Background: an optimization exercise with open tools, aiming at small area. Do not read the settings as production practice.
The RTL was checked by simulation tests, not by an equivalence proof against the original design.
The clock port is modelled as an ideal driver; clocking choices that lean on that would not hold on a real chip.
No activity file was given, so power comes from the tool's default toggle rates.

== onyx ==
==> module quad_disc_root, before the edit <==
module quad_disc_root #(
   parameter int W_IN   = quad_pkg::W_IN_DEF,
   parameter int W_DISC = 2*W_IN + 2,
   parameter int W_ROOT = W_IN + 1
) (
   input  logic                     CLK,
   input  logic                     RST,
   input  logic                     START,
   input  logic signed [W_IN-1:0]   A,
   input  logic signed [W_IN-1:0]   B,
   input  logic signed [W_IN-1:0]   C,
   output logic                     BUSY,
   output logic                     DONE,
   output logic signed [W_DISC-1:0] DISC,
   output logic        [W_ROOT-1:0] SQRT,
   output logic                     EXACT,
   output logic        [1:0]        ST
);
   localparam int WA = W_ROOT + 2;           
   localparam int WL = W_IN + 3;             
   localparam int WH = W_DISC - W_IN;        
   logic              run_q, done_q, skip_q, rz_q;
   logic [5:0]        cnt_q, cntn_q;
   logic [W_ROOT-1:0] ar_q, arn_q;     
   logic [W_IN-1:0]   br_q;            
   logic [WA-1:0]     acc_q;           
   logic [WL-1:0]     lo_q, lon_q;     
   assign cnt_q = ~cntn_q;
   assign ar_q  = ~arn_q;
   assign lo_q  = ~lon_q;
   logic [W_DISC-1:0] disc_q;
   logic [W_ROOT-1:0] sqrt_q;
   logic              exact_q;
   logic [1:0]        st_q;
   logic              accept, mul, fin, half, mul_end, ar_zero, dneg;
   logic              pbit, sub, cin;
   logic [4:0]        k;
   logic [WA-1:0]     addend, sum;
   logic [1:0]        pair;
   logic [W_DISC-1:0] dcur;
   function automatic logic [WA-1:0] add_rc(input logic [WA-1:0] x, input logic [WA-1:0] y,
                                            input logic ci);
      logic c;
      c = ci;
      for (int i = 0; i < WA; i++) begin
         add_rc[i] = x[i] ^ y[i] ^ c;
         c         = (x[i] & y[i]) | (c & (x[i] ^ y[i]));
      end
   endfunction
   function automatic logic [5:0] inc6(input logic [5:0] x);
      logic c;
      c = 1'b1;
      for (int i = 0; i < 6; i++) begin
         inc6[i] = x[i] ^ c;
         c       = x[i] & c;
      end
   endfunction
   assign accept  = START & ~run_q;
   assign k       = cnt_q[5:1];
   assign half    = cnt_q[0];
   assign mul     = (cnt_q < 6'd36);
   assign fin     = run_q & (cnt_q == 6'd53);
   assign mul_end = (cnt_q == 6'd35);
   always_comb begin
      for (int i = 0; i < W_IN; i++) dcur[WH+i] = br_q[(i + 2) % W_IN];
      for (int m = 0; m < WH; m++)   dcur[m]    = lo_q[(2*m + 3 + 4*17) % WL];
   end
   assign dneg    = dcur[W_DISC-1];
   assign ar_zero = (ar_q == '0);
   assign pair    = (cnt_q < 6'd44 ? br_q[W_IN-1 -: 2] : {lo_q[12], lo_q[10]}) & {2{~skip_q}};
   assign pbit = half ? lo_q[0] : (~k[4] & ar_q[k[3:0]]);
   assign sub  = half ? (k != 5'd17) : (k == 5'd15);
   quad_isqrt #(.W_ROOT(W_ROOT), .WA(WA)) u_sel (
      .mul_i    (mul),
      .pbit_i   (pbit),
      .sub_i    (sub),
      .y_i      (ar_q),
      .neg_i    (acc_q[WA-1]),
      .pair_i   (pair),
      .addend_o (addend),
      .cin_o    (cin)
   );
   assign sum = add_rc(acc_q, addend, cin);
   logic [WL-1:0] c_slots;
   always_comb begin
      c_slots = '0;
      for (int j = 2; j <= 8; j++) c_slots[2*j+1] = C[j-2];
      for (int i = 0; i <= 8; i++) c_slots[2*i]   = C[7+i];
   end
   logic s_ld, s_b, s_c, s_end, s_r;
   assign s_ld  = accept;
   assign s_b   = ~accept & mul & ~half;
   assign s_c   = ~accept & mul & half & ~mul_end;
   assign s_end = ~accept & mul_end;
   assign s_r   = ~accept & ~mul;
   always_ff @(posedge CLK) begin
      arn_q <= ~(({W_ROOT{s_ld}} & {B[W_IN-1], B})
             | ({W_ROOT{s_b | s_c}} & {br_q[W_IN-1], br_q})
             | ({W_ROOT{s_r}} & {ar_q[W_ROOT-2:0], ~sum[WA-1]}));
      br_q  <= ({W_IN{s_ld}} & A)
             | ({W_IN{s_b | s_c}} & ar_q[W_IN-1:0])
             | ({W_IN{s_end}} & sum[W_IN:1])
             | ({W_IN{s_r}} & {br_q[W_IN-3:0], br_q[W_IN-1 -: 2]});
      acc_q <= ({WA{s_b}} & sum)
             | ({WA{s_c}} & {sum[WA-1], sum[WA-1:1]})
             | ({WA{s_r}} & {sum[WA-3:0], pair[1] ^ ~pair[0], ~pair[0]});
      lon_q <= ~(({WL{s_ld}} & c_slots)
             | ({WL{~s_ld & mul}} & {half ? sum[0] : lo_q[0], lo_q[WL-1:1]})
             | ({WL{s_r}} & {lo_q[WL-5:0], lo_q[WL-1 -: 4]}));
      if (s_end) skip_q <= ar_zero | sum[W_IN];
      rz_q <= ((acc_q == '0) | rz_q) & (pair == 2'b00);
   end
   always_ff @(posedge CLK) begin
      cntn_q <= ~(accept ? '0 : inc6(cnt_q));
      run_q <= ~RST & (accept | (run_q & ~fin));
   end
   logic o_ld, o_hold;
   logic [1:0] st_n;
   logic       exact_n;
   assign o_ld   = fin & ~RST;
   assign o_hold = ~fin & ~RST;
   assign st_n    = dneg ? quad_pkg::ST_NONE : skip_q ? quad_pkg::ST_DEGEN :
                    ar_zero ? quad_pkg::ST_DOUBLE : quad_pkg::ST_TWO;
   assign exact_n = ~skip_q & ((acc_q == '0) | rz_q);
   always_ff @(posedge CLK) begin
      done_q  <= o_ld;
      disc_q  <= (({W_DISC{fin}} & dcur)    | ({W_DISC{~fin}} & disc_q)) & {W_DISC{~RST}};
      sqrt_q  <= (({W_ROOT{fin}} & ar_q)    | ({W_ROOT{~fin}} & sqrt_q)) & {W_ROOT{~RST}};
      exact_q <= ((fin & exact_n)           | (~fin & exact_q)) & ~RST;
      st_q    <= (({2{fin}} & st_n)         | ({2{~fin}} & st_q)) & {2{~RST}};
   end
   assign BUSY  = run_q;
   assign DONE  = done_q;
   assign DISC  = disc_q;
   assign SQRT  = sqrt_q;
   assign EXACT = exact_q;
   assign ST    = st_q;
endmodule
export LEC_CHECK = 0
export ABC_AREA = 1
export CAP_MARGIN = 20
export CORE_MARGIN = 2
export CORE_UTILIZATION = 60
export SLEW_MARGIN = 20
create_clock -name core_clock -period 13.5 [get_ports {CLK}]
standard.sh (not shown) runs the stock make flow with config.mk's settings and CLKGATE_MAP_FILE= SYNTH_SCRIPT=/design/flow/synth_recipe.tcl, a recipe that flattens the netlist after the stock synthesis.
==> flow/flow/run.sh <==
#!/bin/bash
# The standard layout (standard.sh) with three changes:
#  - synthesis maps the combinational logic with an area-oriented abc script (synth.tcl,
#    area.abc); everything else in it is the standard synthesis;
#  - the smallest buffer (buf_1) on the ports;
#  - a lighter clock tree: clkbuf_4 clock buffers, those with a slow clock edge at their
#    flip-flops upsized after CTS (fixclk.tcl).
set -euo pipefail
here="$(cd "$(dirname "$0")" && pwd)"
export MY_ABC_SCRIPT="$here/area.abc"
export BUFFER_PORTS_ARGS="-buffer_cell sky130_fd_sc_hd__buf_1"
export CTS_ARGS="-sink_clustering_enable -repair_clock_nets -buf_list sky130_fd_sc_hd__clkbuf_4 -dont_use_dummy_load"
export POST_CTS_TCL="$here/fixclk.tcl"
bash standard.sh SYNTH_SCRIPT="$here/synth.tcl" synth > synth.log 2>&1
bash standard.sh > standard.log 2>&1
==> flow/flow/area.abc <==
strash
dc2
dch -f
amap
topo
==> flow/flow/fixclk.tcl <==
# Run after CTS (POST_CTS_TCL): upsize each clock buffer whose flip-flops would see a
# slow clock edge to clkbuf_8, then legalize the placement again.
estimate_parasitics -placement
set slow_drivers {}
foreach pin [all_registers -clock_pins -edge_triggered] {
  set worst 0
  foreach edge {rise fall} {
    foreach analysis {min max} {
      set s [get_property $pin slew_${analysis}_$edge]
      if {$s > $worst} { set worst $s }
    }
  }
  if {$worst > 0.110} {
    foreach drv [get_pins -of_objects [get_nets -of_objects $pin] -filter "direction==output"] {
      lappend slow_drivers [get_cells -of_objects $drv]
    }
  }
}
set n 0
foreach inst [lsort -unique $slow_drivers] {
  set master [get_property $inst ref_name]
  if {[string match sky130_fd_sc_hd__clkbuf_* $master] && $master ne "sky130_fd_sc_hd__clkbuf_8"} {
    replace_cell $inst sky130_fd_sc_hd__clkbuf_8
    incr n
  }
}
puts "fixclk: upsized $n clock buffers"
detailed_placement
estimate_parasitics -placement
==> flow/flow/synth.tcl <==
# synth_recipe.tcl (the standard synthesis), except that abc maps the combinational
# logic with an area-oriented script (area.abc, named by MY_ABC_SCRIPT) instead of
# ORFS's abc_area.script. Flip-flops are mapped before abc, so they are unchanged.
proc synth {args} { yosys synth -nofsm -noshare {*}$args }
proc abc {args} {
  set i [lsearch -exact $args -script]
  if {$i >= 0} { lset args [expr {$i + 1}] $::env(MY_ABC_SCRIPT) }
  yosys abc {*}$args
}
source $::env(SCRIPTS_DIR)/synth.tcl
# left out here: clear keep_hierarchy, flatten, clean up, hide names made inside functions, write 1_2_yosys.v
Modified inputs, violet compared to onyx
--- a/flow/design.v
+++ b/flow/design.v
@@ -49,20 +49,17 @@
    output logic        [1:0]        ST
 );
    localparam int WA = W_ROOT + 2;           
    localparam int WL = W_IN + 3;             
    localparam int WH = W_DISC - W_IN;        
    logic              run_q, done_q, skip_q, rz_q;
-   logic [5:0]        cnt_q, cntn_q;
-   logic [W_ROOT-1:0] ar_q, arn_q;     
-   logic [W_IN-1:0]   br_q;            
-   logic [WA-1:0]     acc_q;           
-   logic [WL-1:0]     lo_q, lon_q;     
-   assign cnt_q = ~cntn_q;
-   assign ar_q  = ~arn_q;
-   assign lo_q  = ~lon_q;
+   logic [5:0]        cnt_q;
+   logic [W_ROOT-1:0] ar_q;     
+   logic [W_IN-1:0]   br_q;     
+   logic [WA-1:0]     acc_q;    
+   logic [WL-1:0]     lo_q;     
    logic [W_DISC-1:0] disc_q;
    logic [W_ROOT-1:0] sqrt_q;
    logic              exact_q;
    logic [1:0]        st_q;
    logic              accept, mul, fin, half, mul_end, ar_zero, dneg;
    logic              pbit, sub, cin;
@@ -123,30 +120,30 @@
    assign s_ld  = accept;
    assign s_b   = ~accept & mul & ~half;
    assign s_c   = ~accept & mul & half & ~mul_end;
    assign s_end = ~accept & mul_end;
    assign s_r   = ~accept & ~mul;
    always_ff @(posedge CLK) begin
-      arn_q <= ~(({W_ROOT{s_ld}} & {B[W_IN-1], B})
+      ar_q  <= ({W_ROOT{s_ld}} & {B[W_IN-1], B})
              | ({W_ROOT{s_b | s_c}} & {br_q[W_IN-1], br_q})
-             | ({W_ROOT{s_r}} & {ar_q[W_ROOT-2:0], ~sum[WA-1]}));
+             | ({W_ROOT{s_r}} & {ar_q[W_ROOT-2:0], ~sum[WA-1]});
       br_q  <= ({W_IN{s_ld}} & A)
              | ({W_IN{s_b | s_c}} & ar_q[W_IN-1:0])
              | ({W_IN{s_end}} & sum[W_IN:1])
              | ({W_IN{s_r}} & {br_q[W_IN-3:0], br_q[W_IN-1 -: 2]});
       acc_q <= ({WA{s_b}} & sum)
              | ({WA{s_c}} & {sum[WA-1], sum[WA-1:1]})
              | ({WA{s_r}} & {sum[WA-3:0], pair[1] ^ ~pair[0], ~pair[0]});
-      lon_q <= ~(({WL{s_ld}} & c_slots)
+      lo_q  <= ({WL{s_ld}} & c_slots)
              | ({WL{~s_ld & mul}} & {half ? sum[0] : lo_q[0], lo_q[WL-1:1]})
-             | ({WL{s_r}} & {lo_q[WL-5:0], lo_q[WL-1 -: 4]}));
+             | ({WL{s_r}} & {lo_q[WL-5:0], lo_q[WL-1 -: 4]});
       if (s_end) skip_q <= ar_zero | sum[W_IN];
       rz_q <= ((acc_q == '0) | rz_q) & (pair == 2'b00);
    end
    always_ff @(posedge CLK) begin
-      cntn_q <= ~(accept ? '0 : inc6(cnt_q));
+      cnt_q <= accept ? '0 : inc6(cnt_q);
       run_q <= ~RST & (accept | (run_q & ~fin));
    end
    logic o_ld, o_hold;
    logic [1:0] st_n;
    logic       exact_n;
    assign o_ld   = fin & ~RST;
==> results.txt <==
violet against onyx: highest clock rate has increased, combinational share of power up 0.8 points, finished layout cell area went up, starting density of the core went up, power in combinational cells shows an increase of about 3%. Row wire length of the first global-routing pass: violet higher / onyx lower. Share of total power in the clock network delta for violet relative to onyx: 0.5 points lower. violet vs. onyx: reported sequential group power went down by about 0.8%. Summary of violet over onyx: non-clock buffer count now larger; power comparable. Lower non-clock buffer area fraction after layout goes to violet over onyx.

[afterwards: timing with drivers on the ports]
The flow's constraints put no driver on any port. The routed layouts listed below were extracted and timed again, unchanged, in two steps.
Step 1: set_driving_cell puts a clkbuf_16 on CLK and a buf_2 on each other input, an assumption about the parent block.
Step 2 also shifts input and output timing later by t, the mid clock arrival at the registers, as if the neighbouring blocks saw the same clock.
Three values: ideal, step 1, step 2; two values: the first two.
run	t (ns)	setup WS [ns]	worst setup path after step 2	latest minus earliest clock arrival (ns)	cell pins on the clock port's net
onyx	0.520	2.709 / 2.709 / 2.709	register to register	0.038 / 0.038	1
violet	0.533	3.043 / 3.043 / 3.043	register to register	0.029 / 0.028	1
After both steps every run listed still meets setup and hold.
